This is an optimization exercise on Yosys and OpenROAD, whose aim is small area, not a production implementation.
Function was checked by simulation only, so behaviour that the tests miss may differ from the original.
The clock port is modelled as an ideal driver; clocking choices that lean on that would not hold on a real chip.
Power is estimated from default activity; no workload was simulated.

==> flow/design.v <==
package lcf_pkg;
  localparam logic [3:0] FUNC_TICK       = 4'd0;
  localparam logic [3:0] FUNC_CONNECT    = 4'd1;
  localparam logic [3:0] FUNC_ACCEPT     = 4'd2;
  localparam logic [3:0] FUNC_DISCONNECT = 4'd3;
  localparam logic [3:0] FUNC_DISC_ACK   = 4'd4;
  localparam logic [3:0] FUNC_REMOTE     = 4'd5;
  localparam logic [3:0] FUNC_FORCE      = 4'd6;
  localparam logic [3:0] FUNC_ACTIVITY   = 4'd7;
  localparam logic [3:0] FUNC_RESET      = 4'd8;
endpackage
module link_connection_fsm_top (
  input  logic        clk,
  input  logic        rst,
  input  logic        in_valid,
  output logic        in_stall,
  input  logic [38:0] in_data,
  output logic        out_valid,
  input  logic        out_stall,
  output logic [44:0] out_data,
  input  logic        cfg_valid,
  output logic        cfg_ready,
  input  logic [3:0]  cfg_index,
  input  logic [31:0] cfg_data
);
  logic [15:0] ct_lo, dt_lo, ht_lo;
  logic [7:0]  maxr;
  assign cfg_ready = 1'b1;
  wire        lim_big = |cfg_data[31:16];
  wire [15:0] lim_enc = lim_big ? 16'd0 : {cfg_data[15:1], cfg_data[0] | ~(|cfg_data[15:1])};
  wire [15:0] wd_100  = rst ? 16'd100  : lim_enc;
  wire [15:0] wd_1000 = rst ? 16'd1000 : lim_enc;
  wire [7:0]  wd_3    = rst ? 8'd3     : cfg_data[7:0];
  wire        we_ct = rst || (cfg_valid && cfg_index == 4'd0);
  wire        we_dt = rst || (cfg_valid && cfg_index == 4'd1);
  wire        we_ht = rst || (cfg_valid && cfg_index == 4'd2);
  wire        we_mr = rst || (cfg_valid && cfg_index == 4'd3);
  always_ff @(posedge clk) begin
    if (we_ct) ct_lo <= wd_100;
    if (we_dt) dt_lo <= wd_100;
    if (we_ht) ht_lo <= wd_1000;
    if (we_mr) maxr <= wd_3;
  end
  logic       held_valid;
  logic [3:0] h_func;
  logic [2:0] h_rsn;
  logic       take;
  assign in_stall = held_valid && !take;
  always_ff @(posedge clk) begin
    if (rst) held_valid <= 1'b0;
    else if (!in_stall) held_valid <= in_valid;
    if (!in_stall) begin
      h_func <= in_data[38:35];
      h_rsn  <= in_data[2:0];
    end
  end
  logic [1:0]  st;         
  logic [15:0] tmr;        
  logic [7:0]  retry;
  logic [2:0]  reason;
  logic [31:0] uid;
  logic        r_sc;
  logic [1:0]  r_k;      
  assign take = held_valid && (!out_valid || !out_stall);
  wire f_tick = (h_func == 4'd0);
  wire f_conn = (h_func == 4'd1);
  wire f_acc  = (h_func == 4'd2);
  wire f_disc = (h_func == 4'd3);
  wire f_dack = (h_func == 4'd4);
  wire f_rem  = (h_func == 4'd5);
  wire f_forc = (h_func == 4'd6);
  wire f_act  = (h_func == 4'd7);
  wire f_rst  = (h_func == 4'd8);
  wire f_bad  = h_func[3] && (h_func[2:0] != 3'd0);
  wire s_disc   = (st == 2'd0);
  wire s_conning = (st == 2'd1);
  wire s_conn   = (st == 2'd2);
  wire s_discing = (st == 2'd3);
  always_ff @(posedge clk) begin
    if (!in_stall && !st[1] && !(held_valid && f_acc)) uid <= in_data[34:3];
  end
  logic [15:0] lim_lo;
  always_comb begin
    if (!st[1])     lim_lo = ct_lo;
    else if (st[0]) lim_lo = dt_lo;
    else            lim_lo = ht_lo;
  end
  wire [15:0] tmr_inc = (&tmr) ? tmr : tmr + 16'd1;
  wire        hit     = (|lim_lo) && (tmr >= lim_lo);
  wire        rfull   = (retry >= maxr);
  wire t_hit   = f_tick && hit && !s_disc;
  wire t_retry = t_hit && s_conning && !rfull;
  wire t_fail  = t_hit && s_conning && rfull;       
  wire t_hb    = t_hit && s_conn;                   
  wire t_dto   = t_hit && s_discing;                
  wire v_conn = f_conn && s_disc;
  wire v_acc  = f_acc  && s_conning;
  wire v_disc = f_disc && s_conn;
  wire v_dack = f_dack && s_discing;
  wire v_rem  = f_rem  && !s_disc;
  wire v_forc = f_forc && !s_disc;
  wire invalid = (f_conn && !s_disc) || (f_acc && !s_conning) || (f_disc && !s_conn) ||
                 (f_dack && !s_discing) || (f_rem && s_disc) || f_bad;
  wire to_disc = t_fail || t_hb || t_dto || v_dack || v_rem || v_forc || (f_rst && !s_disc);
  wire sc      = to_disc || v_conn || v_acc || v_disc;
  logic [1:0] st_n;
  always_comb begin
    st_n = st;
    if (to_disc)     st_n = 2'd0;
    else if (v_conn) st_n = 2'd1;
    else if (v_acc)  st_n = 2'd2;
    else if (v_disc) st_n = 2'd3;
  end
  logic       rs_we;
  logic [2:0] rs_n;
  always_comb begin
    rs_we = 1'b1;
    rs_n  = 3'd0;
    if (t_fail)              rs_n = 3'd4;
    else if (t_hb)           rs_n = 3'd3;
    else if (t_dto || v_dack) rs_n = 3'd1;
    else if (v_rem)          rs_n = 3'd2;
    else if (v_forc)         rs_n = h_rsn;
    else if (v_conn || f_rst) rs_n = 3'd0;
    else rs_we = 1'b0;
  end
  wire tm_we = f_tick || !(invalid || (f_act && !s_conn));
  wire [15:0] tmr_n = (f_tick && !hit) ? tmr_inc : 16'd1;
  wire rt_we = s_disc || t_retry;
  wire [7:0] retry_n = s_disc ? 8'd0 : retry + 8'd1;
  always_ff @(posedge clk) begin
    if (rst) begin
      st        <= 2'd0;
      reason    <= 3'd0;
      out_valid <= 1'b0;
    end else if (take) begin
      st        <= st_n;
      if (rs_we) reason <= rs_n;
      out_valid <= 1'b1;
    end else if (!out_stall) begin
      out_valid <= 1'b0;
    end
    if (take && tm_we) tmr   <= tmr_n;
    if (take && rt_we) retry <= retry_n;
    if (take) begin
      r_sc     <= sc;
      r_k[1]   <= invalid || t_fail || t_hb || t_dto;
      r_k[0]   <= t_retry || t_dto || v_dack || v_rem || v_forc;
    end
  end
  assign out_data[44]    = !r_sc && r_k[1];
  assign out_data[43]    = r_sc && r_k[1];
  assign out_data[42]    = r_k[0] && (r_k[1] || !r_sc);
  assign out_data[41:40] = st;
  assign out_data[39:8]  = uid & {32{st[1]}};
  assign out_data[7]     = st[1];
  assign out_data[6:4]   = reason;
  assign out_data[3]     = r_sc && (st == 2'd2);
  assign out_data[2]     = r_sc && (r_k != 2'd0);
  assign out_data[1]     = r_sc && r_k == 2'd2 && reason[2];
  assign out_data[0]     = r_sc;
endmodule
export LEC_CHECK = 0
export CAP_MARGIN = 20
export CORE_MARGIN = 2
export CORE_UTILIZATION = 40
export SLEW_MARGIN = 20
create_clock -name core_clock -period 6.0 [get_ports {clk}]
standard.sh (not shown) runs the stock make flow with config.mk's settings and CLKGATE_MAP_FILE= SYNTH_SCRIPT=/design/flow/synth_recipe.tcl, a recipe that flattens the netlist after the stock synthesis.
==> flow/flow/run.sh <==
#!/bin/bash
# The standard ORFS layout with these changes:
#  - port buffers use the smallest buffer cell;
#  - clock tree synthesis uses clkbuf_4 and no dummy loads, and then
#    flow/post_cts.tcl upsizes any clock buffer whose flip-flop clock pins
#    would see a slow edge.
# Synthesis, floorplan, power grid, taps, placement and routing are the
# standard flow's.
set -euo pipefail
here=$(pwd)
export BUFFER_PORTS_ARGS="-buffer_cell sky130_fd_sc_hd__buf_1"
export CTS_ARGS="-sink_clustering_enable -repair_clock_nets -dont_use_dummy_load -buf_list sky130_fd_sc_hd__clkbuf_4"
export POST_CTS_TCL=$here/flow/post_cts.tcl
bash standard.sh > standard_flow.log 2>&1
==> flow/flow/post_cts.tcl <==
# Upsize clock buffers whose flip-flop clock pins would see a slow edge
# (placement-estimated slew over 105 ps), then legalize again.
set cts_sizes {sky130_fd_sc_hd__clkbuf_2 sky130_fd_sc_hd__clkbuf_4 sky130_fd_sc_hd__clkbuf_8 sky130_fd_sc_hd__clkbuf_16}
proc cts_pin_slew_ps {pin} {
  set worst 0
  foreach edge {rise fall} {
    foreach a {min max} {
      set s [expr {[sta::time_ui_sta [get_property $pin slew_${a}_$edge]] * 1e12}]
      if {$s > $worst} { set worst $s }
    }
  }
  return $worst
}
set cts_reg_pins {}
foreach p [all_registers -clock_pins -edge_triggered] { dict set cts_reg_pins [get_full_name $p] 1 }
for {set pass 0} {$pass < 3} {incr pass} {
  estimate_parasitics -placement
  set changed 0
  foreach inst [get_cells *] {
    set i [lsearch -exact $cts_sizes [get_property $inst ref_name]]
    if {$i < 0 || $i == [llength $cts_sizes] - 1} { continue }
    set worst 0
    foreach out [get_pins -of_objects $inst -filter "direction==output"] {
      foreach p [get_pins -of_objects [get_nets -of_objects $out] -filter "direction==input"] {
        if {![dict exists $cts_reg_pins [get_full_name $p]]} { continue }
        set s [cts_pin_slew_ps $p]
        if {$s > $worst} { set worst $s }
      }
    }
    if {$worst > 105} {
      puts "post_cts: [get_full_name $inst] [get_property $inst ref_name] -> [lindex $cts_sizes [expr {$i + 1}]] (sink slew [format %.1f $worst] ps)"
      replace_cell $inst [lindex $cts_sizes [expr {$i + 1}]]
      incr changed
    }
  }
  if {$changed == 0} { break }
}
estimate_parasitics -placement
detailed_placement
check_placement -verbose
Rerun with:
--- a/flow/flow/run.sh
+++ b/flow/flow/run.sh
@@ -2,0 +3,3 @@
+#  - synthesis maps the logic with an area-oriented ABC script
+#    (flow/synth_area.tcl, flow/area.abc); everything else in it is
+#    synth_recipe.tcl's;
@@ -7,2 +10 @@
-# Synthesis, floorplan, power grid, taps, placement and routing are the
-# standard flow's.
+# Floorplan, power grid, taps, placement and routing are the standard flow's.
@@ -10,0 +13 @@
+export AREA_ABC_SCRIPT=$here/flow/area.abc
@@ -13,0 +17,4 @@
+# synthesis: standard.sh's make command with our synthesis script
+sed "s#SYNTH_SCRIPT=[^ ]*#SYNTH_SCRIPT=$here/flow/synth_area.tcl#" standard.sh > synth_area.sh
+bash synth_area.sh synth > synth.log 2>&1
+# the rest of the standard flow
==> flow/flow/area.abc (new file) <==
strash
ifraig
dc2
balance
rewrite
refactor
balance
rewrite
rewrite -z
balance
refactor -z
rewrite -z
balance
dch -f
amap
==> flow/flow/synth_area.tcl (new file) <==
# The standard synthesis (synth_recipe.tcl), with one change: ABC maps the
# logic with an area-oriented script (flow/area.abc) instead of ORFS's speed
# script. Registers are mapped before ABC runs, so they are the standard
# synthesis's, with the same names and cells.
proc synth {args} { yosys synth -nofsm -noshare {*}$args }
proc abc {args} {
  set i [lsearch -exact $args -script]
  if {$i >= 0} { lset args [expr {$i + 1}] $::env(AREA_ABC_SCRIPT) }
  yosys abc {*}$args
}
source $::env(SCRIPTS_DIR)/synth.tcl
# left out here: clear keep_hierarchy, flatten, clean up, hide names made inside functions, write 1_2_yosys.v
The new run ran to the end with no violations.
Die area falls by 9.6%.
Non-clock buffer count falls by 1.
Via count falls by 5.2%.
Clock skew falls by 0.0061 ns.
Design area falls by 8.6%.
Power falls by 1.9%.
Setup slack is worse by 1.2 ns.
Global-route usage falls by 0.69 points.
Sequential cell count does not change.
Worst hold slack is better by 0.033 ns.

* * *

== the baseline ==
link_connection_fsm_top, a different RTL version from the one above (not shown whole).
Size in the first run: about 490 cells after synthesis, roughly 120 flip-flops, roughly 130 I/O pins.
Settings: LEC_CHECK=0, CAP_MARGIN=20, CORE_MARGIN=2, CORE_UTILIZATION=40, SLEW_MARGIN=20; clock period 6.0 ns.
==> flow/flow/run.sh <==
#!/bin/bash
# The standard ORFS layout with these changes:
#  - synthesis maps the logic with an area-oriented ABC script
#    (flow/synth_area.tcl, flow/area.abc); everything else in it is
#    synth_recipe.tcl's;
#  - port buffers use the smallest buffer cell;
#  - clock tree synthesis uses clkbuf_4 and no dummy loads, and then
#    flow/post_cts.tcl upsizes any clock buffer whose flip-flop clock pins
#    would see a slow edge.
# Floorplan, power grid, taps, placement and routing are the standard flow's.
set -euo pipefail
here=$(pwd)
export AREA_ABC_SCRIPT=$here/flow/area.abc
export BUFFER_PORTS_ARGS="-buffer_cell sky130_fd_sc_hd__buf_1"
export CTS_ARGS="-sink_clustering_enable -repair_clock_nets -dont_use_dummy_load -buf_list sky130_fd_sc_hd__clkbuf_4"
export POST_CTS_TCL=$here/flow/post_cts.tcl
# synthesis: standard.sh's make command with our synthesis script
sed "s#SYNTH_SCRIPT=[^ ]*#SYNTH_SCRIPT=$here/flow/synth_area.tcl#" standard.sh > synth_area.sh
bash synth_area.sh synth > synth.log 2>&1
# the rest of the standard flow
bash standard.sh > standard_flow.log 2>&1
==> flow/flow/area.abc <==
strash
ifraig
dc2
balance
rewrite
refactor
balance
rewrite
rewrite -z
balance
refactor -z
rewrite -z
balance
dch -f
amap
strash
dch -f
amap
==> flow/flow/synth_area.tcl <==
# The standard synthesis (synth_recipe.tcl), with one change: ABC maps the
# logic with an area-oriented script (flow/area.abc) instead of ORFS's speed
# script. Registers are mapped before ABC runs, so they are the standard
# synthesis's, with the same names and cells.
proc synth {args} { yosys synth -nofsm -noshare {*}$args }
proc abc {args} {
  set i [lsearch -exact $args -script]
  if {$i >= 0} { lset args [expr {$i + 1}] $::env(AREA_ABC_SCRIPT) }
  yosys abc {*}$args
}
source $::env(SCRIPTS_DIR)/synth.tcl
# left out here: clear keep_hierarchy, flatten, clean up, hide names made inside functions, write 1_2_yosys.v
Scripts as last shown in full above: flow/flow/post_cts.tcl
The inputs of the candidate differ from those of the baseline as listed below.
Settings: CORE_UTILIZATION now 70, was 40.
==> flow/flow/area.abc <==
strash
ifraig
dc2
balance
rewrite
refactor
balance
rewrite
rewrite -z
balance
refactor -z
rewrite -z
balance
dch
amap
Findings:
Relative to the baseline, total area of multi-input combinational cells has increased by 1.9% in the candidate.
For clock-pin transition on the worst setup and hold timing paths, the baseline and the candidate come out practically identical.
Taking the baseline as the reference, in the candidate global-route usage higher; switching power total now sits higher.
Transition time at the pin with the least slew margin, the candidate and the baseline: larger value in the baseline
The core of the candidate is more densely filled than that of the baseline.
The standard cells in the candidate occupy less silicon area than those in the baseline do.
Critical path depth (lower): the candidate
Diff the baseline -> the candidate: routed wire length increased about 2.2%, combinational power share shows an increase of 0.7 points.
As of the candidate, largest voltage drop on the vdd net had risen by more than a quarter compared to the baseline.

* * *

## P
Starting RTL as in the previous note.
==> flow/design.v (excerpt) <==
module link_connection_fsm_top (
  input  logic        clk,
  input  logic        rst,
  input  logic        in_valid,
  output logic        in_stall,
  input  logic [38:0] in_data,
  output logic        out_valid,
  input  logic        out_stall,
  output logic [44:0] out_data,
  input  logic        cfg_valid,
  output logic        cfg_ready,
  input  logic [3:0]  cfg_index,
  input  logic [31:0] cfg_data
);
==> flow/config.mk <==
export PLATFORM = sky130hd
export DESIGN_NAME = link_connection_fsm_top
export DESIGN_NICKNAME = link_connection_fsm_top
export VERILOG_FILES = /design/flow/design.v
export SDC_FILE = /design/flow/constraint.sdc
export NUM_CORES = 4
export LEC_CHECK = 0
export CAP_MARGIN = 20
export CORE_MARGIN = 2
export CORE_UTILIZATION = 55
export SLEW_MARGIN = 20
==> flow/constraint.sdc <==
create_clock -name core_clock -period 6.0 [get_ports {clk}]
set_input_delay 1.2000 -clock core_clock [delete_from_list [all_inputs] [get_ports {clk}]]
set_output_delay 1.2000 -clock core_clock [all_outputs]
set_load 0.01 [all_outputs]
==> flow/flow/area.abc <==
strash
ifraig
dc2
balance
rewrite
refactor
balance
rewrite
rewrite -z
balance
refactor -z
rewrite -z
balance
dch
amap
Scripts as last shown in full above: flow/flow/run.sh, flow/flow/post_cts.tcl, flow/flow/synth_area.tcl
For Q, these inputs were changed with respect to P:
--- a/flow/config.mk
+++ b/flow/config.mk
@@ -9,3 +9,3 @@
 export CORE_MARGIN = 2
-export CORE_UTILIZATION = 55
+export CORE_UTILIZATION = 40
 export SLEW_MARGIN = 20
Findings:
- Final critical delay including setup and external delays delta for Q relative to P: 51 ps lower
- Q gives less final clock period utilization by the worst path than P did.
- P -> Q: via count decreased slightly
- Compared with P, Q shows a higher count of standard-cell rows.
- Q has setup slack above what P had.
- The run showing the smaller placed instance count is P.
- When Q is set beside P, its wire length turns out to be 320 µm larger.
- Clock network power consumption improves in Q relative to P.
- Compared with P, in Q part of the total power dissipated in the clock network saw a decrease, layout-stage area growth over the synthesis result higher.
diff inputs: Q => R
--- a/flow/config.mk
+++ b/flow/config.mk
@@ -10,2 +10,3 @@
 export CORE_UTILIZATION = 40
+export PLACE_DENSITY = 0.85
 export SLEW_MARGIN = 20
[summary]
- Comparing R and Q, cell count along the critical path is higher on R.
- Share of the clock period used by the worst path delta for R relative to Q: 0.91 points lower
- Clock network contribution to total cell area on R is up relative to Q.
- Compared to Q, the router laid down more metal wire for R.
- ~same sequential cell area share in R and Q
- R vs. Q: global-route track usage on met2 went up; time the final worst path needs with I/O delays and setup decreased by 54 ps relative to the old numbers; total cell area at the placement stage ~0 delta; worst slack at placement grew by 280 ps; share of final-layout standard cells stronger than drive strength 1 moved down.
- The design area of Q and that of R are within noise of each other.

## afterwards: timing with drivers on the ports
In the flow no input, the clock included, has a driving cell. The finished layouts below were timed again as built, in two steps.
Step 1 sets driving cells, clkbuf_16 on the clock port and buf_2 on the other inputs (assumed; they add their load-dependent delay and slew).
Step 2 also shifts input and output timing later by t, the mid clock arrival at the registers, as if the neighbouring blocks saw the same clock.
Slacks: ideal / step 1 / step 2; pairs: ideal / step 1.
run | t, ns | setup slack, ns | worst setup path at the end | cell pins on the clock port's net
the first run of note 1 | 0.547 | 1.901 / 1.901 / 1.901 | register to register | 1
the second run of note 1 | 0.565 | 0.739 / 0.739 / 0.739 | register to register | 1
the baseline | 0.529 | 0.732 / 0.732 / 0.732 | register to register | 1
the candidate | 0.530 | 0.454 / 0.453 / 0.453 | register to register | 1
P | 0.549 | 0.449 / 0.448 / 0.448 | register to register | 1
Q | 0.550 | 0.499 / 0.499 / 0.499 | register to register | 1
R | 0.530 | 0.554 / 0.554 / 0.554 | register to register | 1
After both steps setup and hold are still met in every run listed.
